This is an optimization exercise on Yosys and OpenROAD, whose aim is small area, not a production implementation.
Function was checked by simulation only, so behaviour that the tests miss may differ from the original.
Power and IR drop assume default switching activity. No driver is modelled on the clock port, so clocking that relies on it looks cheaper here than on a real chip.

==> flow/flow/run.sh <==
#!/bin/bash
# Own layout flow: the standard layout (standard.sh, unchanged synthesis,
# floorplan, power grid, placement and routing) with two ORFS knobs set:
#  - clock tree: clusters of up to 32 sinks within 100 um, no dummy loads,
#    clkbuf_8 for the upper tree levels;
#  - port buffers: sky130_fd_sc_hd__buf_1 on every input and output port.
# make's full output goes to flow_make.log here; ORFS keeps each step's log
# under orfs/logs/.
set -euo pipefail
bash standard.sh \
  "CTS_ARGS=-sink_clustering_enable -repair_clock_nets -sink_clustering_size 32 -sink_clustering_max_diameter 100 -dont_use_dummy_load -tree_buf sky130_fd_sc_hd__clkbuf_8" \
  "BUFFER_PORTS_ARGS=-buffer_cell sky130_fd_sc_hd__buf_1" \
  finish > flow_make.log 2>&1
==> flow/design.v <==
`default_nettype none
package b3cw_pkg;
  localparam int PIX_W          = 8;
  localparam int SUM_W          = 12;
  localparam int CENTER_EXTRA   = 7;
  localparam int NORM_SHIFT     = 4;
  localparam int MAX_WIDTH_DEF  = 256;
  localparam int MAX_HEIGHT     = 4096;
  localparam int MIN_SIZE       = 3;
  localparam int CFG_WIDTH_W    = 9;
  localparam int CFG_HEIGHT_W   = 13;
  localparam int ROW_W          = 13;
  localparam int WIDTH_RESET    = 256;
  localparam int HEIGHT_RESET   = 251;
  localparam int APB_DATA_W     = 32;
  localparam int APB_ADDR_W     = 3;
  localparam logic REG_FRAME_WIDTH  = 1'b0;
  localparam logic REG_FRAME_HEIGHT = 1'b1;
  typedef logic [PIX_W-1:0] pixel_t;
  typedef struct packed {
    logic   shift;
    pixel_t top;
    pixel_t mid;
    pixel_t px;
  } win_in_t;
  typedef struct packed {
    pixel_t center_prev;
    pixel_t blur;
  } win_out_t;
endpackage
`default_nettype wire
`default_nettype none
module b3cw_cell
(
  input  wire logic        clk,
  input  b3cw_pkg::pixel_t d,
  output b3cw_pkg::pixel_t q
);
  b3cw_pkg::pixel_t q_r;
  always_ff @(posedge clk) begin
    q_r <= d;
  end
  assign q = q_r;
endmodule
`default_nettype wire
`default_nettype none
module b3cw_line
#(
  parameter int DEPTH = b3cw_pkg::MAX_WIDTH_DEF
)(
  input  wire logic                     clk,
  input  wire logic                     shift_en,
  input  wire logic [$clog2(DEPTH)-1:0] len_m1,
  input  b3cw_pkg::pixel_t              data_in,
  output b3cw_pkg::pixel_t              data_out
);
  localparam int IW = $clog2(DEPTH);
  b3cw_pkg::pixel_t cell_q [DEPTH];
  b3cw_pkg::pixel_t cell_in [DEPTH];
  b3cw_pkg::pixel_t seg_in [IW+1];
  assign seg_in[IW] = data_in;
  for (genvar k = IW - 1; k >= 0; k--) begin : g_seg
    localparam int LEN   = 1 << k;
    localparam int FIRST = DEPTH - (2 << k);
    for (genvar j = 0; j < LEN; j++) begin : g_in
      if (j == 0) begin : g_head
        assign cell_in[FIRST] = ~seg_in[k+1];
      end else begin : g_body
        assign cell_in[FIRST+j] = ~cell_q[FIRST+j-1];
      end
    end
    b3cw_pkg::pixel_t seg_out;
    if (LEN % 2 == 1) begin : g_odd
      assign seg_out = ~cell_q[FIRST+LEN-1];
    end else begin : g_even
      assign seg_out = cell_q[FIRST+LEN-1];
    end
    assign seg_in[k] = len_m1[k] ? seg_out : seg_in[k+1];
  end
  assign cell_in[DEPTH-1] = ~seg_in[0];
  for (genvar i = 0; i < DEPTH; i++) begin : g_cell
    b3cw_cell u_cell (
      .clk (clk),
      .d   (shift_en ? cell_in[i] : cell_q[i]),
      .q   (cell_q[i])
    );
  end
  assign data_out = ~cell_q[DEPTH-1];
endmodule
`default_nettype wire
`default_nettype none
module b3cw_window
(
  input  wire logic    clk,
  input  b3cw_pkg::win_in_t win_in,
  output b3cw_pkg::win_out_t     win_out
);
  logic [9:0] c2_r;
  logic [8:0] d1_r;
  b3cw_pkg::pixel_t m1_r;
  logic [8:0] d0;
  logic [9:0] c2_nxt;
  logic [b3cw_pkg::SUM_W-1:0] sum;
  logic s1;
  logic c2;
  logic s3;
  logic c4;
  logic s5;
  logic c6;
  logic s7;
  logic c8;
  logic s9;
  logic c10;
  logic s11;
  logic c12;
  logic s13;
  logic c14;
  logic s15;
  logic c16;
  logic s17;
  logic c18;
  logic s19;
  logic c20;
  logic s21;
  logic c22;
  logic s23;
  logic c24;
  logic s25;
  logic c26;
  logic s27;
  logic c28;
  logic s29;
  logic c30;
  logic s31;
  logic c32;
  logic s33;
  logic c34;
  logic s35;
  logic c36;
  logic s37;
  logic c38;
  logic s39;
  logic c40;
  logic s41;
  logic c42;
  logic s43;
  logic c44;
  logic s45;
  logic c46;
  logic s47;
  logic c48;
  logic s49;
  logic c50;
  logic s51;
  logic c52;
  logic s53;
  logic c54;
  logic s55;
  logic c56;
  logic s57;
  logic c58;
  logic s59;
  logic c60;
  logic s61;
  logic c62;
  logic s63;
  logic c64;
  logic s65;
  logic c66;
  logic s67;
  logic c68;
  logic s69;
  logic c70;
  logic s71;
  logic c72;
  logic s73;
  logic c74;
  logic s75;
  logic c76;
  logic s77;
  logic c78;
  logic s79;
  logic c80;
  logic s81;
  logic c82;
  logic s83;
  logic c84;
  logic s85;
  logic c86;
  logic s87;
  logic c88;
  logic s89;
  logic c90;
  logic s91;
  logic c92;
  logic s93;
  logic c94;
  logic s95;
  logic c96;
  logic s97;
  logic c98;
  logic s99;
  logic c100;
  logic s101;
  logic c102;
  logic s103;
  logic c104;
  logic s105;
  logic c106;
  logic s107;
  logic c108;
  logic s109;
  logic c110;
  logic s111;
  logic c112;
  b3cw_ha u_s1 (.a(win_in.top[0]), .b(win_in.px[0]), .s(s1), .co(c2));
  b3cw_fa u_s3 (.a(win_in.top[1]), .b(win_in.px[1]), .c(c2), .s(s3), .co(c4));
  b3cw_fa u_s5 (.a(win_in.top[2]), .b(win_in.px[2]), .c(c4), .s(s5), .co(c6));
  b3cw_fa u_s7 (.a(win_in.top[3]), .b(win_in.px[3]), .c(c6), .s(s7), .co(c8));
  b3cw_fa u_s9 (.a(win_in.top[4]), .b(win_in.px[4]), .c(c8), .s(s9), .co(c10));
  b3cw_fa u_s11 (.a(win_in.top[5]), .b(win_in.px[5]), .c(c10), .s(s11), .co(c12));
  b3cw_fa u_s13 (.a(win_in.top[6]), .b(win_in.px[6]), .c(c12), .s(s13), .co(c14));
  b3cw_fa u_s15 (.a(win_in.top[7]), .b(win_in.px[7]), .c(c14), .s(s15), .co(c16));
  b3cw_ha u_s17 (.a(d1_r[0]), .b(m1_r[0]), .s(s17), .co(c18));
  b3cw_fa u_s19 (.a(d1_r[1]), .b(m1_r[1]), .c(c18), .s(s19), .co(c20));
  b3cw_fa u_s21 (.a(d1_r[2]), .b(m1_r[2]), .c(c20), .s(s21), .co(c22));
  b3cw_fa u_s23 (.a(d1_r[3]), .b(m1_r[3]), .c(c22), .s(s23), .co(c24));
  b3cw_fa u_s25 (.a(d1_r[4]), .b(m1_r[4]), .c(c24), .s(s25), .co(c26));
  b3cw_fa u_s27 (.a(d1_r[5]), .b(m1_r[5]), .c(c26), .s(s27), .co(c28));
  b3cw_fa u_s29 (.a(d1_r[6]), .b(m1_r[6]), .c(c28), .s(s29), .co(c30));
  b3cw_fa u_s31 (.a(d1_r[7]), .b(m1_r[7]), .c(c30), .s(s31), .co(c32));
  b3cw_ha u_s33 (.a(d1_r[8]), .b(c32), .s(s33), .co(c34));
  b3cw_ha u_s35 (.a(c2_r[3]), .b(d1_r[3]), .s(s35), .co(c36));
  b3cw_fa u_s37 (.a(c2_r[4]), .b(d1_r[4]), .c(s9), .s(s37), .co(c38));
  b3cw_fa u_s39 (.a(c2_r[5]), .b(d1_r[5]), .c(s11), .s(s39), .co(c40));
  b3cw_fa u_s41 (.a(c2_r[6]), .b(d1_r[6]), .c(s13), .s(s41), .co(c42));
  b3cw_fa u_s43 (.a(c2_r[7]), .b(d1_r[7]), .c(s15), .s(s43), .co(c44));
  b3cw_ha u_s45 (.a(c2_r[8]), .b(d1_r[8]), .s(s45), .co(c46));
  b3cw_ha u_s47 (.a(c2_r[0]), .b(d1_r[0]), .s(s47), .co(c48));
  b3cw_fa u_s49 (.a(c2_r[1]), .b(d1_r[1]), .c(s3), .s(s49), .co(c50));
  b3cw_fa u_s51 (.a(c2_r[2]), .b(d1_r[2]), .c(s5), .s(s51), .co(c52));
  b3cw_fa u_s53 (.a(s7), .b(win_in.mid[3]), .c(m1_r[0]), .s(s53), .co(c54));
  b3cw_fa u_s55 (.a(win_in.mid[4]), .b(m1_r[1]), .c(c36), .s(s55), .co(c56));
  b3cw_fa u_s57 (.a(win_in.mid[5]), .b(m1_r[2]), .c(c38), .s(s57), .co(c58));
  b3cw_fa u_s59 (.a(win_in.mid[6]), .b(m1_r[3]), .c(c40), .s(s59), .co(c60));
  b3cw_fa u_s61 (.a(win_in.mid[7]), .b(m1_r[4]), .c(c42), .s(s61), .co(c62));
  b3cw_fa u_s63 (.a(c16), .b(m1_r[5]), .c(c44), .s(s63), .co(c64));
  b3cw_ha u_s65 (.a(c2_r[9]), .b(m1_r[6]), .s(s65), .co(c66));
  b3cw_ha u_s67 (.a(s1), .b(win_in.mid[0]), .s(s67), .co(c68));
  b3cw_fa u_s69 (.a(win_in.mid[1]), .b(c48), .c(s49), .s(s69), .co(c70));
  b3cw_fa u_s71 (.a(win_in.mid[2]), .b(c50), .c(s51), .s(s71), .co(c72));
  b3cw_fa u_s73 (.a(s35), .b(c52), .c(s53), .s(s73), .co(c74));
  b3cw_fa u_s75 (.a(s37), .b(c54), .c(s55), .s(s75), .co(c76));
  b3cw_fa u_s77 (.a(s39), .b(c56), .c(s57), .s(s77), .co(c78));
  b3cw_fa u_s79 (.a(s41), .b(c58), .c(s59), .s(s79), .co(c80));
  b3cw_fa u_s81 (.a(s43), .b(c60), .c(s61), .s(s81), .co(c82));
  b3cw_fa u_s83 (.a(s45), .b(c62), .c(s63), .s(s83), .co(c84));
  b3cw_fa u_s85 (.a(c46), .b(c64), .c(s65), .s(s85), .co(c86));
  b3cw_ha u_s87 (.a(m1_r[7]), .b(c66), .s(s87), .co(c88));
  b3cw_ha u_s89 (.a(s47), .b(s67), .s(s89), .co(c90));
  b3cw_fa u_s91 (.a(c68), .b(s69), .c(c90), .s(s91), .co(c92));
  b3cw_fa u_s93 (.a(c70), .b(s71), .c(c92), .s(s93), .co(c94));
  b3cw_fa u_s95 (.a(c72), .b(s73), .c(c94), .s(s95), .co(c96));
  b3cw_fa u_s97 (.a(c74), .b(s75), .c(c96), .s(s97), .co(c98));
  b3cw_fa u_s99 (.a(c76), .b(s77), .c(c98), .s(s99), .co(c100));
  b3cw_fa u_s101 (.a(c78), .b(s79), .c(c100), .s(s101), .co(c102));
  b3cw_fa u_s103 (.a(c80), .b(s81), .c(c102), .s(s103), .co(c104));
  b3cw_fa u_s105 (.a(c82), .b(s83), .c(c104), .s(s105), .co(c106));
  b3cw_fa u_s107 (.a(c84), .b(s85), .c(c106), .s(s107), .co(c108));
  b3cw_fa u_s109 (.a(c86), .b(s87), .c(c108), .s(s109), .co(c110));
  b3cw_ha u_s111 (.a(c88), .b(c110), .s(s111), .co(c112));
  assign d0 = {c16, s15, s13, s11, s9, s7, s5, s3, s1};
  assign c2_nxt = {c34, s33, s31, s29, s27, s25, s23, s21, s19, s17};
  assign sum = {s111, s109, s107, s105, s103, s101, s99, s97, s95, s93, s91, s89};
  always_ff @(posedge clk) begin
    if (win_in.shift) begin
      c2_r <= c2_nxt;
      d1_r <= d0;
      m1_r <= win_in.mid;
    end
  end
  assign win_out.blur        = sum[b3cw_pkg::SUM_W-1:b3cw_pkg::NORM_SHIFT];
  assign win_out.center_prev = m1_r;
endmodule
`default_nettype wire
`default_nettype none
module b3cw_fa
(
  input  wire logic a,
  input  wire logic b,
  input  wire logic c,
  output logic      s,
  output logic      co
);
  assign s  = a ^ b ^ c;
  assign co = (a & b) | (a & c) | (b & c);
endmodule
`default_nettype wire
`default_nettype none
module b3cw_ha
(
  input  wire logic a,
  input  wire logic b,
  output logic      s,
  output logic      co
);
  assign s  = a ^ b;
  assign co = a & b;
endmodule
`default_nettype wire
`default_nettype none
module blur_3x3_center_weighted
#(
  parameter int MAX_WIDTH = b3cw_pkg::MAX_WIDTH_DEF
)(
  input  wire logic                  clk,
  input  wire logic                  rst_n,
  input  wire logic                  in_valid,
  output logic                       in_ready,
  input  wire logic                  in_mode,
  input  wire logic [b3cw_pkg::PIX_W-1:0]      in_pixel_in,
  output logic                       out_valid,
  input  wire logic                  out_ready,
  output logic [b3cw_pkg::PIX_W-1:0]           out_pixel_out,
  output logic                       out_frame_last,
  input  wire logic                  psel,
  input  wire logic                  penable,
  input  wire logic                  pwrite,
  input  wire logic [b3cw_pkg::APB_ADDR_W-1:0] paddr,
  input  wire logic [b3cw_pkg::APB_DATA_W-1:0] pwdata,
  output logic [b3cw_pkg::APB_DATA_W-1:0]      prdata,
  output logic                       pready
);
  localparam int IW = $clog2(MAX_WIDTH);
  localparam int RW = b3cw_pkg::ROW_W;
  logic [b3cw_pkg::CFG_WIDTH_W-1:0]  width_raw_r,  width_raw_nxt;
  logic [b3cw_pkg::CFG_HEIGHT_W-1:0] height_raw_r, height_raw_nxt;
  logic [IW-1:0] col_r;
  logic [RW-1:0] rows_left_r;    
  logic          row0_r;         
  logic          row1_r;         
  logic          drain2_r;       
  logic   out_valid_r;
  b3cw_pkg::pixel_t out_pix_r;
  logic   out_last_r;
  logic             cfg_wr;
  logic [IW-1:0]    w_m1;
  logic [RW-1:0]    h_nxt;
  logic             fire;
  logic             in_frame;
  logic             step;
  logic             has_out;
  logic             interior;
  logic             last;
  logic             col0;
  logic             wrap;
  logic             restart;
  b3cw_pkg::pixel_t           px_eff;
  b3cw_pkg::pixel_t           mid_q;
  b3cw_pkg::pixel_t           top_q;
  b3cw_pkg::win_in_t          win_in;
  b3cw_pkg::win_out_t         win_out;
  assign pready = 1'b1;
  assign cfg_wr = psel && penable && pwrite;
  assign prdata = paddr[2] ? b3cw_pkg::APB_DATA_W'(height_raw_r)
                           : b3cw_pkg::APB_DATA_W'(width_raw_r);
  assign width_raw_nxt  = (cfg_wr && !paddr[2]) ? pwdata[b3cw_pkg::CFG_WIDTH_W-1:0]  : width_raw_r;
  assign height_raw_nxt = (cfg_wr &&  paddr[2]) ? pwdata[b3cw_pkg::CFG_HEIGHT_W-1:0] : height_raw_r;
  always_comb begin
    if (width_raw_r[8]) begin
      w_m1 = 8'd255;
    end else if (width_raw_r[7:0] < 8'd3) begin
      w_m1 = 8'd2;
    end else begin
      w_m1 = width_raw_r[7:0] - 8'd1;
    end
  end
  always_comb begin
    if (height_raw_nxt < 13'd3) begin
      h_nxt = 13'd3;
    end else if (height_raw_nxt > 13'd4096) begin
      h_nxt = 13'd4096;
    end else begin
      h_nxt = height_raw_nxt;
    end
  end
  assign in_ready = !out_valid_r || out_ready;
  assign fire     = in_valid && in_ready;
  assign in_frame = (rows_left_r != '0);
  assign step     = fire && !(in_mode && in_frame);
  assign px_eff   = in_frame ? in_pixel_in : '0;
  assign col0     = (col_r == '0);
  assign wrap     = (col_r == w_m1);
  assign has_out  = !(row0_r || (row1_r && col0));
  assign interior = (col_r[IW-1:1] != '0) && !row0_r && !row1_r && in_frame;
  assign last     = drain2_r && col0;
  assign restart  = cfg_wr || (step && has_out && last);
  b3cw_line #(.DEPTH(MAX_WIDTH)) u_line_mid (
    .clk      (clk),
    .shift_en (step),
    .len_m1   (w_m1),
    .data_in  (px_eff),
    .data_out (mid_q)
  );
  b3cw_line #(.DEPTH(MAX_WIDTH)) u_line_top (
    .clk      (clk),
    .shift_en (step),
    .len_m1   (w_m1),
    .data_in  (mid_q),
    .data_out (top_q)
  );
  assign win_in.shift = step;
  assign win_in.top   = top_q;
  assign win_in.mid   = mid_q;
  assign win_in.px    = px_eff;
  b3cw_window u_window (
    .clk     (clk),
    .win_in  (win_in),
    .win_out (win_out)
  );
  always_ff @(posedge clk) begin
    if (!rst_n) begin
      width_raw_r  <= b3cw_pkg::CFG_WIDTH_W'(b3cw_pkg::WIDTH_RESET);
      height_raw_r <= b3cw_pkg::CFG_HEIGHT_W'(b3cw_pkg::HEIGHT_RESET);
      col_r        <= '0;
      rows_left_r  <= RW'(b3cw_pkg::HEIGHT_RESET);
      row0_r       <= 1'b1;
      row1_r       <= 1'b0;
      drain2_r     <= 1'b0;
      out_valid_r  <= 1'b0;
    end else begin
      width_raw_r  <= width_raw_nxt;
      height_raw_r <= height_raw_nxt;
      if (restart) begin
        col_r       <= '0;
        rows_left_r <= h_nxt;
        row0_r      <= 1'b1;
        row1_r      <= 1'b0;
        drain2_r    <= 1'b0;
      end else if (step) begin
        if (wrap) begin
          col_r       <= '0;
          rows_left_r <= in_frame ? rows_left_r - RW'(1) : '0;
          row0_r      <= 1'b0;
          row1_r      <= row0_r;
          drain2_r    <= !in_frame;
        end else begin
          col_r <= col_r + IW'(1);
        end
      end
      out_valid_r <= (step && has_out) || (out_valid_r && !out_ready);
    end
  end
  always_ff @(posedge clk) begin
    if (step && has_out) begin
      out_pix_r  <= interior ? win_out.blur : win_out.center_prev;
      out_last_r <= last;
    end
  end
  assign out_valid      = out_valid_r;
  assign out_pixel_out  = out_pix_r;
  assign out_frame_last = out_last_r;
endmodule
`default_nettype wire
==> flow/constraint.sdc <==
create_clock -name core_clock -period 10.0 [get_ports {clk}]
set_input_delay 2.0000 -clock core_clock [delete_from_list [all_inputs] [get_ports {clk}]]
set_output_delay 2.0000 -clock core_clock [all_outputs]
set_load 0.01 [all_outputs]
==> flow/config.mk <==
export PLATFORM = sky130hd
export DESIGN_NAME = blur_3x3_center_weighted
export DESIGN_NICKNAME = blur_3x3_center_weighted
export VERILOG_FILES = /design/flow/design.v
export SDC_FILE = /design/flow/constraint.sdc
export NUM_CORES = 4
export LEC_CHECK = 0
export ABC_AREA = 1
export CAP_MARGIN = 0
export CORE_MARGIN = 2
export CORE_UTILIZATION = 70
export CTS_CLUSTER_DIAMETER = 100
export CTS_CLUSTER_SIZE = 32
export PLACE_DENSITY = 0.85
export SLEW_MARGIN = 0
export SYNTH_HIERARCHICAL = 1
==> flow/standard.sh <==
#!/bin/bash
# synth_recipe.tcl (not shown) runs the flow's synth.tcl, then flattens the netlist and writes it again
# the make line also repeats each setting of config.mk as NAME=value (left out here)
make -C /OpenROAD-flow-scripts/flow DESIGN_CONFIG=/design/flow/config.mk WORK_HOME=/design/flow/orfs CLKGATE_MAP_FILE= SYNTH_SCRIPT=/design/flow/synth_recipe.tcl "${@:-finish}"
==> results of run 1 <==
cells by family after synthesis:
logic type	share of synthesized area, %
and+or+nand+nor	14.25
DFF	64.09
AOI/OAI and AO/OA	15.69
buffers and inverters	4.949
adders and majority gates	0.8399
xor gates and xnor gates	0.1069
muxes	0.06872
other	0.005729
per-stage QoR:
step / utilization (%) / cell area [µm²] / setup slack [ns] / instances
3_3_place_gp: 69.51 / 129200 / 1.145 / 15880
5_1_grt: 71.44 / 132800 / 1.474 / 16040
3_5_place_dp: 69.51 / 129200 / 1.110 / 15880
2_1_floorplan: - / 131200 / 1.572 / 14260
4_1_cts: 71.42 / 132700 / 1.599 / 16030
6_report: 71.44 / 132800 / 1.751 / 16040
cell usage after synthesis (2+ instances only):
| library cell | n | area share, % |
|---|---|---|
| nor2_2 | 4 | 0.019 |
| conb_1 | 2 | 0.0057 |
| or2_2 | 44 | 0.21 |
| buf_6 | 209 | 1.8 |
| or2_1 | 4 | 0.019 |
| ha_1 | 16 | 0.15 |
| a21oi_1 | 18 | 0.069 |
| nand3_2 | 51 | 0.39 |
| nand2_2 | 22 | 0.10 |
| clkbuf_1 | 442 | 1.3 |
| nand4_1 | 5 | 0.024 |
| xnor2_1 | 2 | 0.013 |
| inv_2 | 6 | 0.017 |
| inv_1 | 128 | 0.37 |
| nor2_1 | 170 | 0.49 |
| o21ai_1 | 116 | 0.44 |
| buf_2 | 245 | 0.94 |
| o21ai_0 | 3887 | 15 |
| nand2_1 | 4313 | 12 |
| mux2_2 | 8 | 0.069 |
| buf_8 | 20 | 0.23 |
| fa_1 | 45 | 0.69 |
| inv_6 | 2 | 0.013 |
| edfxtp_1 | 36 | 0.82 |
| dfxtp_1 | 4143 | 63 |
| nor3_1 | 8 | 0.031 |
| inv_4 | 2 | 0.0095 |
| clkbuf_8 | 4 | 0.042 |
| xor2_1 | 14 | 0.094 |
| nand3_1 | 153 | 0.58 |
| a31oi_1 | 64 | 0.31 |
| buf_4 | 47 | 0.27 |
modules after synthesis (local to each module, per instance), excerpt:
module,cells inside,times used,area [µm²],flops+latches
blur_3x3_center_weighted,534,1,3507,56
b3cw_window,35,1,870.8,27
b3cw_cell,8,512,160.2,8
b3cw_fa,1,45,20.02,0
b3cw_ha,1,11,12.51,0
layout make-up:
type	instances	area (µm²)
well taps	2480	3103
inverters	139	551.8
flip-flops and latches	4179	84020
multi-input cells	8973	40660
clock buffers	149	3548
diodes	17	42.54
repair buffers	105	839.6
fillers	13530	53060
metal layers:
metal  track usage (%)  wire length [µm]  vias to the layer above
li1                  -                 -                    44980
met1             27.82             97130                    38140
met2             36.99             99640                      637
met3             2.387              4546                      294
met4             6.279              5833                        0
met5                 0                 0                        -
state kept, by name, indices dropped and copies added, names as in the netlist, 9 cells and up:
register,cells
u_window.c2_r,10
rows_left_r,13
u_line_top.g_cell.u_cell.q_r,2048
width_raw_r,9
u_line_mid.g_cell.u_cell.q_r,2048
u_window.d1_r,9
height_raw_r,13
worst min path at each step:
| stage | start | endpoint | slack [ns] | cells past startpoint |
|---|---|---|---|---|
| floorplan | u_line_mid.g_cell[106].u_cell.q_r[3] | u_line_mid.g_cell[107].u_cell.q_r[3] | 0.42 | 1 |
| global placement | u_line_mid.g_cell[136].u_cell.q_r[3] | u_line_mid.g_cell[137].u_cell.q_r[3] | 0.42 | 1 |
| detailed placement | u_line_top.g_cell[106].u_cell.q_r[4] | u_line_top.g_cell[107].u_cell.q_r[4] | 0.43 | 1 |
| CTS | u_line_top.g_cell[138].u_cell.q_r[4] | u_line_top.g_cell[139].u_cell.q_r[4] | 0.37 | 1 |
| global route | u_line_mid.g_cell[252].u_cell.q_r[3] | u_line_mid.g_cell[253].u_cell.q_r[3] | 0.42 | 1 |
| finish | u_line_top.g_cell[138].u_cell.q_r[4] | u_line_top.g_cell[139].u_cell.q_r[4] | 0.38 | 1 |
where the power goes:
group	switching [W]	total (W)	internal [W]
sequential	0.00174	0.0219	0.0202
clock	0.00453	0.00707	0.00254
combinational	0.00204	0.00358	0.00154
placed cells by master, fill, tap and decap left out, drive strengths merged, types with 18 or more instances in the layout:
cell    count
a21oi      18
inv       138
buf       105
nor2      175
clkbuf    149
fa         45
conb       20
dfxtp    4143
a31oi      64
nand3     204
o21ai    4003
edfxtp     36
nand2    4336
or2        48
worst max-delay path, stage by stage, from the launching register on:
cell	delay (ns)
dfxtp_1	0.33
inv_1	0.10
ha_1	0.21
nand2_2	0.14
nor2_4	0.16
nand3_2	0.30
inv_1	0.32
nor2_1	0.07
buf_4	0.16
ha_1	0.19
fa_1	0.38
fa_1	0.40
fa_1	0.40
fa_1	0.40
fa_1	0.39
fa_1	0.53
fa_1	0.46
fa_1	0.51
fa_1	0.41
fa_1	0.40
fa_1	0.39
fa_1	0.39
fa_1	0.38
ha_1	0.30
mux2_2	0.27
==> flow_metrics.py, run 1 <==
metrics = {
    "status": {
        "status": "complete, no violations",
    },
    "die": {
        "initial_core_util_pct": 70.55,
        "die_width_um": 436.8,
        "io_pins": 95,
        "die_y_um": 436.8,
        "rows": 158,
        "core-area_um2": 185800,
        "dieArea_um2": 190800,
    },
    "global_route": {
        "grt_overflow": 0,
        "grtUsageTotal_pct": 21.21,
        "grt_pass1_vias": 78050,
        "antenna_found_initial": 1,
        "grt_max_degree": 345,
        "grt_pass1_wl_um": 353900,
    },
    "power_and_ir_drop": {
        "p_leak_nw": 56.54,
        "vdd_drop_max_mv": 0.1910,
        "pwr_density_cell_nw_per_um2": 245.5,
        "total_power_w": 0.03260,
    },
    "clock_network": {
        "clk_latency_ns": 0.89,
        "htreeDepth": 4,
        "clockBufferDepth": 3,
        "cts_buffers": 149,
        "cts_sinks": 4179,
        "post_cts_resized": 0,
        "clkSlewWorstSetupHoldPaths_ns": 0.11,
        "postCtsSetupBuffers": 0,
        "root_buffer": "clkbuf_16",
        "holdBufCountCts": 0,
        "cts_tree": "built",
    },
    "sta": {
        "fin_tns_setup_ns": 0,
        "setup_violations": 0,
        "slew_headroom_pct": 21.10,
        "finalHoldViolations": 0,
        "skew_ns": 0.09337,
        "drv_slew": 0,
        "tightest_slew_ns": 1.183,
        "period_needed_ns": 8.249,
        "hold_slack_ns": 0.3789,
        "fin_crit_sh_pct": 82.49,
        "fmax_mhz": 121.2,
        "rsz0062_at_grt": "false",
    },
    "synthesis": {
        "yosysSeqAreaShare_pct": 64.09,
        "netlist_instances": 14240,
        "synth_seq_cells": 4179,
        "synthFlopType": "dfxtp_1",
        "synth.avg_cell_area_um2": 9.205,
        "synth_edf_count": 36,
        "ys_async_sr_fraction_pct": 0,
        "post_synth_num_cell_types": 43,
        "synth-warning-count": 15,
        "syn_area_um2": 131100,
    },
    "critical_path": {
        "critical_path.endpoint_type": "register",
        "setup.worst_path.class": "reg2reg",
        "critPathLaunch": "rows_left_r[0]",
        "r2r_slack_ns": 1.75,
        "start_kind": "register",
        "r2r-start": "rows_left_r[0]",
        "crit_required_ns": 10.60,
        "r2r_cells": 24,
        "r2r_end": "out_pix_r[7]",
        "worstPathArrival_ns": 8.85,
        "crit_fanout": 8,
        "worstSetupEndpoint": "out_pix_r[7]",
    },
    "place": {
        "hpwl_um": 129600,
        "port_buffers": 53,
        "finalWeightedCongestion": 0.7979,
    },
    "drt": {
        "drt-initial-drc-count": 5828,
        "wirelength_um": 207100,
        "viasPerCell": 5.240,
        "vias": 84050,
        "ant_nets": 0,
        "drc": 0,
        "first_pass_iters": 7,
        "drt-wirelength-per-cell_um": 12.91,
    },
    "finish": {
        "nets": 13660,
        "syn_to_final_growth_pct": 1.274,
        "drive_gt1_share_pct": 2.540,
    },
    "run": {
        "drv_cap": 0,
    },
    "min_path": {
        "hold_class": "reg2reg",
    },
}
==> inputs of run 2 (changes only) <==
--- a/flow/config.mk
+++ b/flow/config.mk
@@ -10,6 +10,6 @@
 export CORE_MARGIN = 2
-export CORE_UTILIZATION = 70
+export CORE_UTILIZATION = 78
 export CTS_CLUSTER_DIAMETER = 100
 export CTS_CLUSTER_SIZE = 32
-export PLACE_DENSITY = 0.85
+export PLACE_DENSITY = 0.9
 export SLEW_MARGIN = 0
==> flow_metrics.py, run 2 <==
metrics = {
    "critical_path": {
        "cp_common_cell": "fa_1",
        "cpMaxStageDelayCell": "fa_1",
        "start_kind": "register",
        "path_cells": "inv_1, ha_1, nand2_2, nor2_4, nand3_2, inv_1, nor2_1, ha_1, fa_1, fa_1, fa_1, fa_1, fa_1, fa_1, fa_1, fa_1, fa_1, fa_1, fa_1, fa_1, fa_1, ha_1, mux2_2",
        "critical_path.endpoint_type": "register",
        "cpPeakStageDelay_ns": 0.53,
        "worstPathArrival_ns": 8.77,
        "r2r-start": "rows_left_r[0]",
        "crit_required_ns": 10.61,
        "cpLargestDelayFamily": "adder cells",
        "setup.worst_path.class": "reg2reg",
        "r2r_slack_ns": 1.83,
        "critPathLaunch": "rows_left_r[0]",
        "crit_fanout": 8,
        "crit_buf_inv": 2,
    },
    "synthesis": {
        "ys_async_sr_fraction_pct": 0,
        "synth_seq_cells": 4179,
        "synth_top_cell_by_area": "dfxtp_1",
        "syn_area_um2": 131100,
        "synth_edf_count": 36,
        "netlist_instances": 14240,
        "yosys.cell_count.top_type": "nand2_1",
        "synth.avg_cell_area_um2": 9.205,
        "synth_top_area_share_pct": 63.27,
        "post_synth_num_cell_types": 43,
        "synth-warning-count": 15,
        "yosysSeqAreaShare_pct": 64.09,
        "netlist_top_cells_area": "dfxtp_1 (63%), o21ai_0 (15%), nand2_1 (12%)",
        "ys_top_cells_by_count": "nand2_1 (4313), dfxtp_1 (4143), o21ai_0 (3887)",
        "synthFlopType": "dfxtp_1",
    },
    "sta": {
        "finalHoldViolations": 0,
        "drv_slew": 0,
        "final.setup.worst_slack_ns": 1.834,
        "slew_headroom_pct": 22.05,
        "period_needed_ns": 8.166,
        "fin_tns_setup_ns": 0,
        "fmax_mhz": 122.5,
        "rsz0062_at_grt": "false",
        "setup_violations": 0,
        "fin_crit_sh_pct": 81.66,
        "skew_ns": 0.1103,
        "tightest_slew_ns": 1.169,
    },
    "clock_network": {
        "post_cts_resized": 0,
        "clkSlewWorstSetupHoldPaths_ns": 0.12,
        "root_buffer": "clkbuf_16",
        "postCtsSetupBuffers": 0,
        "holdBufCountCts": 0,
        "cts_buffers": 149,
        "htreeDepth": 4,
        "cts_tree": "built",
        "cts_sinks": 4179,
        "clk_latency_ns": 0.86,
        "clockBufferDepth": 3,
    },
    "global_route": {
        "grt_pass1_vias": 78610,
        "grt_pass1_wl_um": 355100,
        "antenna_found_initial": 2,
        "grtUsageTotal_pct": 24.16,
        "grt_max_degree": 349,
        "grt_overflow": 0,
    },
    "place": {
        "hpwl_um": 134100,
        "place_ws_ns": 1.218,
        "port_buffers": 53,
        "finalWeightedCongestion": 0.8390,
    },
    "drt": {
        "drt-initial-drc-count": 6048,
        "vias": 84910,
        "drc": 0,
        "viasPerCell": 5.390,
        "wirelength_um": 212400,
        "drt-wirelength-per-cell_um": 13.48,
        "ant_nets": 0,
        "first_pass_iters": 6,
    },
    "finish": {
        "nets": 13660,
        "final_core_util_pct": 79.26,
        "mostFrequentLayoutCells": "nand2_1 (4313), dfxtp_1 (4143), o21ai_0 (3887), nor2_1 (170), nand3_1 (153)",
        "drive_gt1_share_pct": 2.547,
        "syn_to_final_growth_pct": 0.9913,
        "top_regs": "u_line_mid.g_cell.u_cell.q_r: 2048 flops, u_line_top.g_cell.u_cell.q_r: 2048 flops",
        "final_common_cell": "nand2_1",
    },
    "die": {
        "die_y_um": 414.0,
        "dieArea_um2": 171400,
        "initial_core_util_pct": 78.48,
        "die_width_um": 414.0,
        "rows": 150,
        "io_pins": 95,
        "core-area_um2": 167000,
    },
    "power_and_ir_drop": {
        "p_leak_nw": 56.55,
        "vdd_drop_max_mv": 0.1898,
        "pwr_density_cell_nw_per_um2": 246.9,
    },
    "run": {
        "drv_cap": 0,
    },
    "status": {
        "status": "complete, no violations",
    },
    "min_path": {
        "hold_class": "reg2reg",
        "hold_start": "u_line_top.g_cell[165].u_cell.q_r[0]",
    },
}
run 2: worst reg2reg max path: cells and delay by family (launching register included):
family,cells,cell delay [ns]
fa+ha+maj,16,6.22
simple gates,4,0.76
buf+inv,2,0.45
flops,1,0.33
mux,1,0.26
run 2: layout make-up:
cell class	instances	area, µm²
fillers	10570	34640
diodes	4	10.01
repair buffers	106	847.1
inverters	139	551.8
flip-flops and latches	4179	84020
multi-input cells	8973	40660
clock buffers	149	3548
well taps	2204	2758
run 2: layer usage:
layer | global-route usage, % | wire (µm)
met4 | 7.359 | 5790
met3 | 2.641 | 5149
met1 | 31.01 | 96060
met5 | 0 | 8
met2 | 42.99 | 105400
run 2: power by group:
group / leakage, nW / internal, W / switching [W]
combinational: 19.6 / 0.00154 / 0.00211
sequential: 35.2 / 0.0202 / 0.00176
clock: 1.75 / 0.00254 / 0.00452
total: 56.5 / 0.0243 / 0.00839
run 2: final timing paths:
check	cells after the start	endpoint
max reg2reg	23	out_pix_r[7]
min reg2reg	1	u_line_top.g_cell[166].u_cell.q_r[0]
min	1	u_line_top.g_cell[166].u_cell.q_r[0]
max	23	out_pix_r[7]
run 2: metrics by stage:
stage | instances | instance area (µm²) | power [W] | hold slack, ns
floorplan | 14260 | 131200 | 0.02493 | 0.4160
global placement | 15600 | 128800 | 0.02543 | 0.4218
detailed placement | 15600 | 128800 | 0.02595 | 0.4253
CTS | 15750 | 132400 | 0.03290 | 0.3691
global route | 15750 | 132400 | 0.03452 | 0.3838
finish | 15750 | 132400 | 0.03269 | 0.3619
run 2: logic make-up after synthesis:
| group | share of synthesized area [%] |
|---|---|
| other | 0.005729 |
| AOI/OAI and AO/OA | 15.69 |
| and+or+nand+nor | 14.25 |
| muxes | 0.06872 |
| adders and majority gates | 0.8399 |
| buffers and inverters | 4.949 |
| DFF | 64.09 |
| xor gates and xnor gates | 0.1069 |
run 2: Yosys stat by module (local to each module, per instance), a selection:
module | times used | flops+latches | cell area (µm²) | cells
b3cw_fa | 45 | 0 | 20.02 | 1
b3cw_cell | 512 | 8 | 160.2 | 8
b3cw_window | 1 | 27 | 870.8 | 35
b3cw_ha | 11 | 0 | 12.51 | 1
blur_3x3_center_weighted | 1 | 56 | 3507 | 534
==> inputs of run 3 (changes only) <==
==> flow/flow/run.sh (replaced) <==
#!/bin/bash
# Own layout flow: the standard layout (standard.sh, unchanged synthesis,
# floorplan, power grid, placement and routing) with two ORFS knobs set:
#  - clock tree: clusters of up to 32 sinks within 100 um, no dummy loads,
#    clkbuf_4 for the upper tree levels;
#  - port buffers: sky130_fd_sc_hd__buf_1 on every input and output port.
# make's full output goes to flow_make.log here; ORFS keeps each step's log
# under orfs/logs/.
set -euo pipefail
bash standard.sh \
  "CTS_ARGS=-sink_clustering_enable -repair_clock_nets -sink_clustering_size 32 -sink_clustering_max_diameter 100 -dont_use_dummy_load -tree_buf sky130_fd_sc_hd__clkbuf_4" \
  "BUFFER_PORTS_ARGS=-buffer_cell sky130_fd_sc_hd__buf_1" \
  finish > flow_make.log 2>&1
==> flow_metrics.py, run 3 <==
metrics = {
    "status": {
        "status": "complete, no violations",
    },
    "finish": {
        "nFillCells": 10590,
        "final_core_util_pct": 79.21,
        "nets": 13660,
        "top_regs": "u_line_mid.g_cell.u_cell.q_r: 2048 flops, u_line_top.g_cell.u_cell.q_r: 2048 flops",
        "final_common_cell": "nand2_1",
        "instances_no_fill": 15760,
        "syn_to_final_growth_pct": 0.9226,
        "mostFrequentLayoutCells": "nand2_1 (4313), dfxtp_1 (4143), o21ai_0 (3887), nor2_1 (170), nand3_1 (153)",
        "drive_gt1_share_pct": 2.547,
    },
    "drt": {
        "viasPerCell": 5.389,
        "wirelength_um": 212400,
        "drt-initial-drc-count": 6080,
        "ant_nets": 0,
        "vias": 84920,
        "first_pass_iters": 10,
        "drc": 0,
        "drt-wirelength-per-cell_um": 13.48,
    },
    "place": {
        "port_buffers": 53,
        "finalWeightedCongestion": 0.8390,
        "hpwl_um": 134100,
        "placed_cells": 15600,
        "place_ws_ns": 1.218,
    },
    "synthesis": {
        "synth.avg_cell_area_um2": 9.205,
        "ys_async_sr_fraction_pct": 0,
        "netlist_top_cells_area": "dfxtp_1 (63%), o21ai_0 (15%), nand2_1 (12%)",
        "synth_top_cell_by_area": "dfxtp_1",
        "synth_seq_cells": 4179,
        "synth-warning-count": 15,
        "post_synth_num_cell_types": 43,
        "synth_top_area_share_pct": 63.27,
        "synth_edf_count": 36,
        "yosys.cell_count.top_type": "nand2_1",
        "syn_area_um2": 131100,
        "ys_top_cells_by_count": "nand2_1 (4313), dfxtp_1 (4143), o21ai_0 (3887)",
        "synthFlopType": "dfxtp_1",
        "netlist_instances": 14240,
        "yosysSeqAreaShare_pct": 64.09,
    },
    "min_path": {
        "hold_class": "reg2reg",
        "hold_depth": 1,
        "hold_start": "u_line_top.g_cell[165].u_cell.q_r[0]",
        "min_to": "u_line_top.g_cell[166].u_cell.q_r[0]",
    },
    "clock_network": {
        "cts_sinks": 4179,
        "cts_buffers": 149,
        "clockBufferDepth": 3,
        "clk_latency_ns": 0.98,
        "htreeDepth": 4,
        "postCtsSetupBuffers": 0,
        "root_buffer": "clkbuf_16",
        "cts_tree": "built",
        "holdBufCountCts": 0,
        "post_cts_resized": 0,
        "clkSlewWorstSetupHoldPaths_ns": 0.12,
    },
    "critical_path": {
        "cp_common_cell": "fa_1",
        "cpPeakStageDelay_ns": 0.53,
        "worstPathArrival_ns": 8.85,
        "crit_fanout": 8,
        "r2r_slack_ns": 1.87,
        "path_cells": "inv_1, ha_1, nand2_2, nor2_4, nand3_2, inv_1, nor2_1, ha_1, fa_1, fa_1, fa_1, fa_1, fa_1, fa_1, fa_1, fa_1, fa_1, fa_1, fa_1, fa_1, fa_1, ha_1, mux2_2",
        "r2r_cells": 23,
        "r2r_end": "out_pix_r[7]",
        "r2r-start": "rows_left_r[0]",
        "crit_required_ns": 10.71,
        "cpMaxStageDelayCell": "fa_1",
        "critical_path.endpoint_type": "register",
        "start_kind": "register",
        "setup.worst_path.class": "reg2reg",
    },
    "sta": {
        "fin_tns_setup_ns": 0,
        "fin_crit_sh_pct": 81.34,
        "setup_violations": 0,
        "final.setup.worst_slack_ns": 1.866,
        "finalHoldViolations": 0,
        "fmax_mhz": 122.9,
        "tightest_slew_ns": 1.173,
        "drv_slew": 0,
        "rsz0062_at_grt": "false",
        "skew_ns": 0.1537,
        "period_needed_ns": 8.134,
        "hold_slack_ns": 0.3281,
        "slew_headroom_pct": 21.78,
    },
    "power_and_ir_drop": {
        "p_leak_nw": 56.51,
        "pwr_density_cell_nw_per_um2": 246.2,
        "vdd_drop_max_mv": 0.1879,
    },
    "global_route": {
        "grt_max_degree": 349,
        "grt_pass1_wl_um": 354600,
        "grt_pass1_vias": 78540,
        "grt_overflow": 0,
        "grtUsageTotal_pct": 24.11,
        "antenna_found_initial": 2,
    },
    "die": {
        "initial_core_util_pct": 78.48,
        "dieArea_um2": 171400,
        "io_pins": 95,
        "core-area_um2": 167000,
        "die_y_um": 414.0,
        "rows": 150,
        "die_width_um": 414.0,
    },
    "run": {
        "drv_cap": 0,
    },
}
## run 3: final cells by class
cell class | count | area (µm²) | share of cell area (%)
Antenna cell | 8 | 20.02 | 0.01513
Clock buffer | 149 | 3448 | 2.606
Inverter | 139 | 551.8 | 0.4171
Multi-Input combinational cell | 8973 | 40660 | 30.73
Sequential cell | 4179 | 84020 | 63.51
Tap cell | 2204 | 2758 | 2.084
Timing Repair Buffer | 106 | 847.1 | 0.6402
## run 3: metrics by stage
step	instance area (µm²)	power [W]
floorplan	131200	0.02493
global placement	128800	0.02543
detailed placement	128800	0.02595
CTS	132300	0.03278
global route	132300	0.03440
finish	132300	0.03258
## run 3: worst max-delay path by stage
stage                     depth (start not counted)            from            to
after floorplan                                  19  in_pixel_in[0]  out_pix_r[7]
after CTS                                        23  rows_left_r[0]  out_pix_r[7]
after global placement                           19  in_pixel_in[0]  out_pix_r[7]
after global routing                             23  rows_left_r[0]  out_pix_r[7]
final                                            23  rows_left_r[0]  out_pix_r[7]
after detailed placement                         19  in_pixel_in[0]  out_pix_r[7]
## run 3: critical path, delay by kind of cell, from the launching register on
| family | cells | cell delay, ns |
|---|---|---|
| muxes | 1 | 0.26 |
| adders and majority gates | 16 | 6.22 |
| buffers and inverters | 2 | 0.43 |
| DFF | 1 | 0.33 |
| and+or+nand+nor | 4 | 0.75 |
## run 3: logic make-up after synthesis
| kind of cell | after synthesis | share of synthesized area (%) |
|---|---|---|
| adder cells (fa/ha/maj) | 61 | 0.8399 |
| other | 2 | 0.005729 |
| AO/OA/AOI/OAI | 4089 | 15.69 |
| multiplexers | 8 | 0.06872 |
| flip-flops | 4179 | 64.09 |
| AND/OR/NAND/NOR | 4779 | 14.25 |
| XOR/XNOR | 16 | 0.1069 |
| buffers and inverters | 1107 | 4.949 |
## run 3: metal layers
metal / part of all wire [%] / track usage [%]
met5: 0.0038 / 0
met4: 2.8 / 7.309
met3: 2.3 / 2.611
met2: 50 / 42.91
met1: 45 / 30.97
## run 3: per-module statistics from Yosys (local to each module, per instance), excerpt
module,cell area [µm²],copies in the design,cells
b3cw_cell,160.2,512,8
b3cw_fa,20.02,45,1
blur_3x3_center_weighted,3507,1,534
b3cw_window,870.8,1,35
b3cw_ha,12.51,11,1
## run 3: power breakdown
group / switching, W / internal (W) / total, W
Clock: 0.00451 / 0.00244 / 0.00695
Combinational: 0.00211 / 0.00155 / 0.00366
Sequential: 0.00176 / 0.0202 / 0.0220
==> inputs of run 4 (changes only) <==
==> flow/flow/run.sh (replaced) <==
#!/bin/bash
# Own layout flow: the standard layout (standard.sh, unchanged synthesis,
# floorplan, power grid, placement and routing) with two ORFS knobs set:
#  - clock tree: clusters of up to 36 sinks within 80 um, no dummy loads,
#    clkbuf_8 for the upper tree levels;
#  - port buffers: sky130_fd_sc_hd__buf_1 on every input and output port.
# make's full output goes to flow_make.log here; ORFS keeps each step's log
# under orfs/logs/.
set -euo pipefail
bash standard.sh \
  "CTS_ARGS=-sink_clustering_enable -repair_clock_nets -sink_clustering_size 36 -sink_clustering_max_diameter 80 -dont_use_dummy_load -tree_buf sky130_fd_sc_hd__clkbuf_8" \
  "BUFFER_PORTS_ARGS=-buffer_cell sky130_fd_sc_hd__buf_1" \
  finish > flow_make.log 2>&1
--- a/flow/config.mk
+++ b/flow/config.mk
@@ -11,4 +11,4 @@
 export CORE_UTILIZATION = 78
-export CTS_CLUSTER_DIAMETER = 100
-export CTS_CLUSTER_SIZE = 32
+export CTS_CLUSTER_DIAMETER = 80
+export CTS_CLUSTER_SIZE = 36
 export PLACE_DENSITY = 0.9
==> flow_metrics.py, run 4 <==
metrics = {
    "synthesis": {
        "ys_top_cells_by_count": "nand2_1 (4313), dfxtp_1 (4143), o21ai_0 (3887)",
        "synthFlopType": "dfxtp_1",
        "ys_async_sr_fraction_pct": 0,
        "synth-warning-count": 15,
        "netlist_instances": 14240,
        "syn_area_um2": 131100,
        "synth_top_cell_by_area": "dfxtp_1",
        "synth_top_area_share_pct": 63.27,
        "netlist_top_cells_area": "dfxtp_1 (63%), o21ai_0 (15%), nand2_1 (12%)",
        "post_synth_num_cell_types": 43,
        "synth_seq_cells": 4179,
        "yosys.cell_count.top_type": "nand2_1",
        "synth_edf_count": 36,
        "synth.avg_cell_area_um2": 9.205,
        "yosysSeqAreaShare_pct": 64.09,
    },
    "global_route": {
        "grt_pass1_wl_um": 354400,
        "grtUsageTotal_pct": 24.07,
        "grt_max_degree": 349,
        "grt_overflow": 0,
        "antenna_found_initial": 3,
        "grt_pass1_vias": 78600,
    },
    "die": {
        "die_width_um": 414.0,
        "rows": 150,
        "dieArea_um2": 171400,
        "core-area_um2": 167000,
        "die_y_um": 414.0,
        "io_pins": 95,
        "initial_core_util_pct": 78.48,
    },
    "sta": {
        "final.setup.worst_slack_ns": 1.796,
        "fin_tns_setup_ns": 0,
        "period_needed_ns": 8.204,
        "drv_slew": 0,
        "finalHoldViolations": 0,
        "fin_crit_sh_pct": 82.04,
        "slew_headroom_pct": 25.17,
        "tightest_slew_ns": 1.122,
        "setup_violations": 0,
        "skew_ns": 0.09700,
        "rsz0062_at_grt": "false",
        "fmax_mhz": 121.9,
    },
    "place": {
        "postPlaceCellArea_um2": 128800,
        "place_ws_ns": 1.218,
        "port_buffers": 53,
        "hpwl_um": 134100,
        "placed_cells": 15600,
        "finalWeightedCongestion": 0.8390,
    },
    "clock_network": {
        "holdBufCountCts": 0,
        "cts_buffers": 142,
        "htreeDepth": 4,
        "clk_latency_ns": 0.84,
        "post_cts_resized": 0,
        "root_buffer": "clkbuf_16",
        "postCtsSetupBuffers": 0,
        "cts_sinks": 4179,
        "clockBufferDepth": 3,
        "cts_tree": "built",
        "clkSlewWorstSetupHoldPaths_ns": 0.12,
    },
    "critical_path": {
        "crit_fanout": 8,
        "cpPeakStageDelay_ns": 0.54,
        "cp_common_cell": "fa_1",
        "path_cells": "inv_1, ha_1, nand2_2, nor2_4, nand3_2, inv_1, nor2_1, ha_1, fa_1, fa_1, fa_1, fa_1, fa_1, fa_1, fa_1, fa_1, fa_1, fa_1, fa_1, fa_1, fa_1, ha_1, mux2_2",
        "cpMaxStageDelayCell": "fa_1",
        "start_kind": "register",
        "crit_required_ns": 10.60,
        "worstPathArrival_ns": 8.81,
        "critical_path.endpoint_type": "register",
        "setup.worst_path.class": "reg2reg",
    },
    "status": {
        "status": "complete, no violations",
    },
    "finish": {
        "nFillCells": 10640,
        "mostFrequentLayoutCells": "nand2_1 (4313), dfxtp_1 (4143), o21ai_0 (3887), nor2_1 (170), nand3_1 (153)",
        "instances_no_fill": 15750,
        "final_core_util_pct": 79.15,
        "syn_to_final_growth_pct": 0.8540,
        "final_common_cell": "nand2_1",
        "final_area_um2": 132200,
        "nets": 13650,
        "top_regs": "u_line_mid.g_cell.u_cell.q_r: 2048 flops, u_line_top.g_cell.u_cell.q_r: 2048 flops",
        "drive_gt1_share_pct": 2.496,
    },
    "power_and_ir_drop": {
        "pwr_density_cell_nw_per_um2": 246.1,
        "vdd_drop_max_mv": 0.2058,
        "p_leak_nw": 56.46,
    },
    "drt": {
        "wirelength_um": 211700,
        "first_pass_iters": 6,
        "drt-wirelength-per-cell_um": 13.45,
        "viasPerCell": 5.390,
        "ant_nets": 0,
        "drt-initial-drc-count": 5894,
        "drc": 0,
        "vias": 84860,
    },
    "min_path": {
        "hold_class": "reg2reg",
    },
    "run": {
        "drv_cap": 0,
    },
}
==> run 4: cell counts after synthesis <==
No cell type changed its count.
==> run 4: layout make-up <==
cell class	count	area (µm²)	area share, %
Antenna cell	2	5.005	0.003785
Clock buffer	142	3373	2.551
Sequential cell	4179	84020	63.55
Multi-Input combinational cell	8973	40660	30.75
Timing Repair Buffer	106	847.1	0.6407
Inverter	139	551.8	0.4173
Tap cell	2204	2758	2.086
==> run 4: modules after synthesis (local to each module, per instance), a selection <==
module | copies in the design | cell area (µm²) | flip-flops and latches
b3cw_cell | 512 | 160.2 | 8
b3cw_fa | 45 | 20.02 | 0
b3cw_window | 1 | 870.8 | 27
b3cw_ha | 11 | 12.51 | 0
blur_3x3_center_weighted | 1 | 3507 | 56
==> run 4: final timing paths <==
kind	start	endpoint	slack, ns	depth (start not counted)
hold / removal	u_line_mid.g_cell[101].u_cell.q_r[6]	u_line_mid.g_cell[102].u_cell.q_r[6]	0.36	1
hold reg to reg	u_line_mid.g_cell[101].u_cell.q_r[6]	u_line_mid.g_cell[102].u_cell.q_r[6]	0.36	1
setup / recovery	rows_left_r[0]	out_pix_r[7]	1.80	23
setup reg to reg	rows_left_r[0]	out_pix_r[7]	1.80	23
==> run 4: power by group <==
group,leakage (nW),internal (W),switching [W]
Combinational,19.6,0.00155,0.00211
Clock,1.67,0.00243,0.00448
Sequential,35.2,0.0202,0.00176
==> run 4: routing by layer <==
metal	vias up	track usage (%)	part of all wire [%]
met4	2	7.459	2.8
met5	-	0	0.0043
li1	44960	-	-
met2	820	42.85	50
met1	38760	30.89	45
met3	323	2.527	2.2
==> run 4: worst max-delay path: cells and delay by family (launching register included) <==
family	cells	cell delay, ns
adders and majority gates	16	6.21
buffers and inverters	2	0.43
DFF	1	0.33
muxes	1	0.26
and+or+nand+nor	4	0.76
==> run 4: logic make-up (layout without fill, tap and decap cells) <==
logic type | Yosys count | after routing | synth area share [%]
compound gates | 4089 | 4089 | 15.69
xor+xnor | 16 | 16 | 0.1069
fa+ha+maj | 61 | 61 | 0.8399
buf+inv | 1107 | 387 | 4.949
flops | 4179 | 4179 | 64.09
mux | 8 | 8 | 0.06872
other cells | 2 | 22 | 0.005729
simple gates | 4779 | 4779 | 14.25
==> run 4: per-stage QoR <==
step	hold WS [ns]	total power [W]
detailed placement	0.4253	0.02595
global route	0.3698	0.03435
global placement	0.4218	0.02543
finish	0.3618	0.03254
CTS	0.3781	0.03274
floorplan	0.4160	0.02493
==> inputs of run 5 (changes only) <==
==> flow/flow/run.sh (replaced) <==
#!/bin/bash
# Own layout flow: the standard layout (standard.sh, unchanged synthesis,
# floorplan, power grid, placement and routing) with two ORFS knobs set:
#  - clock tree: clusters of up to 34 sinks within 80 um, no dummy loads,
#    clkbuf_8 for the upper tree levels;
#  - port buffers: sky130_fd_sc_hd__buf_1 on every input and output port.
# make's full output goes to flow_make.log here; ORFS keeps each step's log
# under orfs/logs/.
set -euo pipefail
bash standard.sh \
  "CTS_ARGS=-sink_clustering_enable -repair_clock_nets -sink_clustering_size 34 -sink_clustering_max_diameter 80 -dont_use_dummy_load -tree_buf sky130_fd_sc_hd__clkbuf_8" \
  "BUFFER_PORTS_ARGS=-buffer_cell sky130_fd_sc_hd__buf_1" \
  finish > flow_make.log 2>&1
--- a/flow/config.mk
+++ b/flow/config.mk
@@ -12,3 +12,3 @@
 export CTS_CLUSTER_DIAMETER = 80
-export CTS_CLUSTER_SIZE = 36
+export CTS_CLUSTER_SIZE = 34
 export PLACE_DENSITY = 0.9
==> flow_metrics.py, run 5 <==
metrics = {
    "sta": {
        "fin_tns_setup_ns": 0,
        "fmax_mhz": 121.8,
        "slew_headroom_pct": 11.14,
        "setup_violations": 0,
        "period_needed_ns": 8.211,
        "drv_slew": 0,
        "fin_crit_sh_pct": 82.11,
        "rsz0062_at_grt": "false",
        "skew_ns": 0.09698,
        "hold_slack_ns": 0.3770,
        "finalHoldViolations": 0,
        "tightest_slew_ns": 1.333,
    },
    "power_and_ir_drop": {
        "clockPowerShare_pct": 21.4,
        "pwr-share-comb_pct": 11.2,
        "p_int_w": 0.02424,
        "switching_power_w": 0.008381,
        "swShare_pct": 25.69,
        "pwr_density_cell_nw_per_um2": 246.6,
        "p_seq_share_pct": 67.4,
        "p_leak_nw": 56.51,
        "vdd_drop_max_mv": 0.2155,
    },
    "clock_network": {
        "holdBufCountCts": 0,
        "htreeDepth": 4,
        "root_buffer": "clkbuf_16",
        "clockBufferDepth": 3,
        "cts_buffers": 146,
        "clkSlewWorstSetupHoldPaths_ns": 0.11,
        "post_cts_resized": 0,
        "clk_latency_ns": 0.85,
        "postCtsSetupBuffers": 0,
        "cts_sinks": 4179,
        "cts_tree": "built",
    },
    "finish": {
        "mostFrequentLayoutCells": "nand2_1 (4313), dfxtp_1 (4143), o21ai_0 (3887), nor2_1 (170), nand3_1 (153)",
        "nets": 13660,
        "top_regs": "u_line_mid.g_cell.u_cell.q_r: 2048 flops, u_line_top.g_cell.u_cell.q_r: 2048 flops",
        "ff_latch_area_um2": 84020,
        "final_common_cell": "nand2_1",
        "syn_to_final_growth_pct": 0.9379,
        "nFillCells": 10570,
        "multi_input_area_um2": 40660,
        "drive_gt1_share_pct": 2.525,
        "instances_no_fill": 15750,
    },
    "die": {
        "rows": 150,
        "die_y_um": 414.0,
        "initial_core_util_pct": 78.48,
        "io_pins": 95,
        "core-area_um2": 167000,
        "dieArea_um2": 171400,
        "die_width_um": 414.0,
    },
    "synthesis": {
        "synthFlopType": "dfxtp_1",
        "synth_seq_cells": 4179,
        "synth_edf_count": 36,
        "syn_area_um2": 131100,
        "yosys.cell_count.top_type": "nand2_1",
        "ys_async_sr_fraction_pct": 0,
        "synth.avg_cell_area_um2": 9.205,
        "ys_top_cells_by_count": "nand2_1 (4313), dfxtp_1 (4143), o21ai_0 (3887)",
        "synth_top_area_share_pct": 63.27,
        "netlist_top_cells_area": "dfxtp_1 (63%), o21ai_0 (15%), nand2_1 (12%)",
        "synth_top_cell_by_area": "dfxtp_1",
        "yosysSeqAreaShare_pct": 64.09,
        "post_synth_num_cell_types": 43,
        "netlist_instances": 14240,
        "synth-warning-count": 15,
    },
    "global_route": {
        "grt_pass1_wl_um": 356000,
        "grt_max_degree": 349,
        "antenna_found_initial": 2,
        "grt_overflow": 0,
        "grt_pass1_vias": 78830,
        "grtUsageTotal_pct": 24.20,
    },
    "critical_path": {
        "critical_path.endpoint_type": "register",
        "r2r-start": "rows_left_r[0]",
        "setup.worst_path.class": "reg2reg",
        "r2r_end": "out_pix_r[7]",
        "r2r_cells": 23,
        "start_kind": "register",
        "crit_fanout": 8,
        "crit_required_ns": 10.57,
        "worstPathArrival_ns": 8.78,
        "r2r_slack_ns": 1.79,
    },
    "drt": {
        "ant_nets": 0,
        "wirelength_um": 213300,
        "viasPerCell": 5.390,
        "drt-wirelength-per-cell_um": 13.54,
        "first_pass_iters": 6,
        "drc": 0,
        "drt-initial-drc-count": 5931,
        "vias": 84920,
    },
    "min_path": {
        "hold_start": "u_line_top.g_cell[165].u_cell.q_r[0]",
        "hold_class": "reg2reg",
        "hold_depth": 1,
        "min_to": "u_line_top.g_cell[166].u_cell.q_r[0]",
    },
    "place": {
        "port_buffers": 53,
        "hpwl_um": 134100,
        "placed_cells": 15600,
        "finalWeightedCongestion": 0.8390,
    },
    "run": {
        "drv_cap": 0,
    },
    "status": {
        "status": "complete, no violations",
    },
}
[run 5: cell types whose count changed in the layout (fill, tap and decap cells not counted)]
cell       change
clkbuf_16      +4
diode_2        +4
[run 5: critical path, cell delays in order (launching register included)]
cell and delay (ns):
dfxtp_1 0.33, inv_1 0.10, ha_1 0.21, nand2_2 0.14, nor2_4 0.17, nand3_2 0.32, inv_1 0.33, nor2_1 0.13
ha_1 0.21, fa_1 0.39, fa_1 0.39, fa_1 0.41, fa_1 0.39, fa_1 0.53, fa_1 0.45, fa_1 0.51
fa_1 0.43, fa_1 0.39, fa_1 0.41, fa_1 0.41, fa_1 0.39, fa_1 0.38, ha_1 0.28, mux2_2 0.26
[run 5: per-layer routing]
layer | vias to the layer above | global-route usage [%] | wire [µm]
met2 | 826 | 43.13 | 106000
met5 | - | 0 | 8
met4 | 2 | 7.378 | 5875
met3 | 324 | 2.728 | 5029
met1 | 38800 | 30.94 | 96350
li1 | 44960 | - | -
[run 5: cell families (layout without fill, tap and decap cells)]
family          after synthesis  in the layout  share of synthesized area (%)
simple gates               4779           4779                          14.25
flops                      4179           4179                          64.09
compound gates             4089           4089                          15.69
buf+inv                    1107            391                          4.949
fa+ha+maj                    61             61                         0.8399
xor+xnor                     16             16                         0.1069
mux                           8              8                        0.06872
other cells                   2             26                       0.005729
[run 5: power groups by stage]
stage,Clock (W),Sequential (W),Combinational [W]
global route,0.00770,0.0224,0.00437
CTS,0.00715,0.0220,0.00372
floorplan,0,0.0217,0.00323
detailed placement,0,0.0223,0.00366
finish,0.00699,0.0220,0.00366
global placement,0,0.0221,0.00333
[run 5: worst max-delay path by stage]
stage / start / to / slack [ns] / cells after the start
CTS: rows_left_r[0] / out_pix_r[7] / 1.64 / 23
detailed placement: in_pixel_in[0] / out_pix_r[7] / 1.22 / 19
floorplan: in_pixel_in[0] / out_pix_r[7] / 1.57 / 19
global placement: in_pixel_in[0] / out_pix_r[7] / 1.26 / 19
global route: rows_left_r[0] / out_pix_r[7] / 1.45 / 23
finish: rows_left_r[0] / out_pix_r[7] / 1.79 / 23
[run 5: modules after synthesis (local to each module, per instance), a selection]
module	times used	flip-flops and latches	cells
b3cw_cell	512	8	8
b3cw_fa	45	0	1
b3cw_ha	11	0	1
b3cw_window	1	27	35
blur_3x3_center_weighted	1	56	534
[run 5: cell type report]
cell class | instances | area share [%]
tap | 2204 | 2.084
timing repair buffer | 106 | 0.6401
inverter | 139 | 0.4170
antenna | 6 | 0.01135
sequential | 4179 | 63.50
multi-input combinational | 8973 | 30.73
clock buffer | 146 | 2.625
[run 5: through the flow]
| stage | util (%) | area [µm²] | worst slack (ns) | power (W) |
|---|---|---|---|---|
| 6_report | 79.22 | 132300 | 1.789 | 0.03263 |
| 5_1_grt | 79.22 | 132300 | 1.445 | 0.03444 |
| 4_1_cts | 79.21 | 132300 | 1.642 | 0.03283 |
| 3_5_place_dp | 77.13 | 128800 | 1.218 | 0.02595 |
| 3_3_place_gp | 77.13 | 128800 | 1.265 | 0.02543 |
| 2_1_floorplan | - | 131200 | 1.572 | 0.02493 |

[port drivers added, routing unchanged]
How much do the figures lean on ideal ports? The routed layouts below were timed once more, with nothing changed but the port constraints. Step 1: set_driving_cell puts a clkbuf_16 on clk and a buf_2 on each other input, an assumption about the parent block. Step 2 also shifts input and output timing later by t, the mid clock arrival at the registers, as if the neighbouring blocks saw the same clock. a / b / c = ideal / step 1 / step 2; a / b = the first two.
run | t, ns | setup slack, ns | hold WS [ns] | latest minus earliest clock arrival (ns) | slew at the worst register clock pin (ns)
run 1 | 0.912 | 1.751 / 1.751 / 1.195 | 0.379 / 0.379 / 0.379 | 0.134 / 0.134 | 0.12 / 0.12
run 2 | 0.887 | 1.834 / 1.834 / 1.324 | 0.362 / 0.362 / 0.362 | 0.110 / 0.111 | 0.12 / 0.12
run 3 | 0.984 | 1.866 / 1.866 / 1.339 | 0.328 / 0.328 / 0.328 | 0.154 / 0.153 | 0.12 / 0.12
run 4 | 0.875 | 1.796 / 1.796 / 1.335 | 0.362 / 0.362 / 0.362 | 0.097 / 0.097 | 0.13 / 0.13
run 5 | 0.887 | 1.789 / 1.789 / 1.294 | 0.377 / 0.377 / 0.377 | 0.097 / 0.097 | 0.12 / 0.12
After both steps setup and hold are still met in every run listed. For run 1, which loses most, drivers alone change the setup slack by 0.000 ns; drivers and shift together by -0.556 ns.
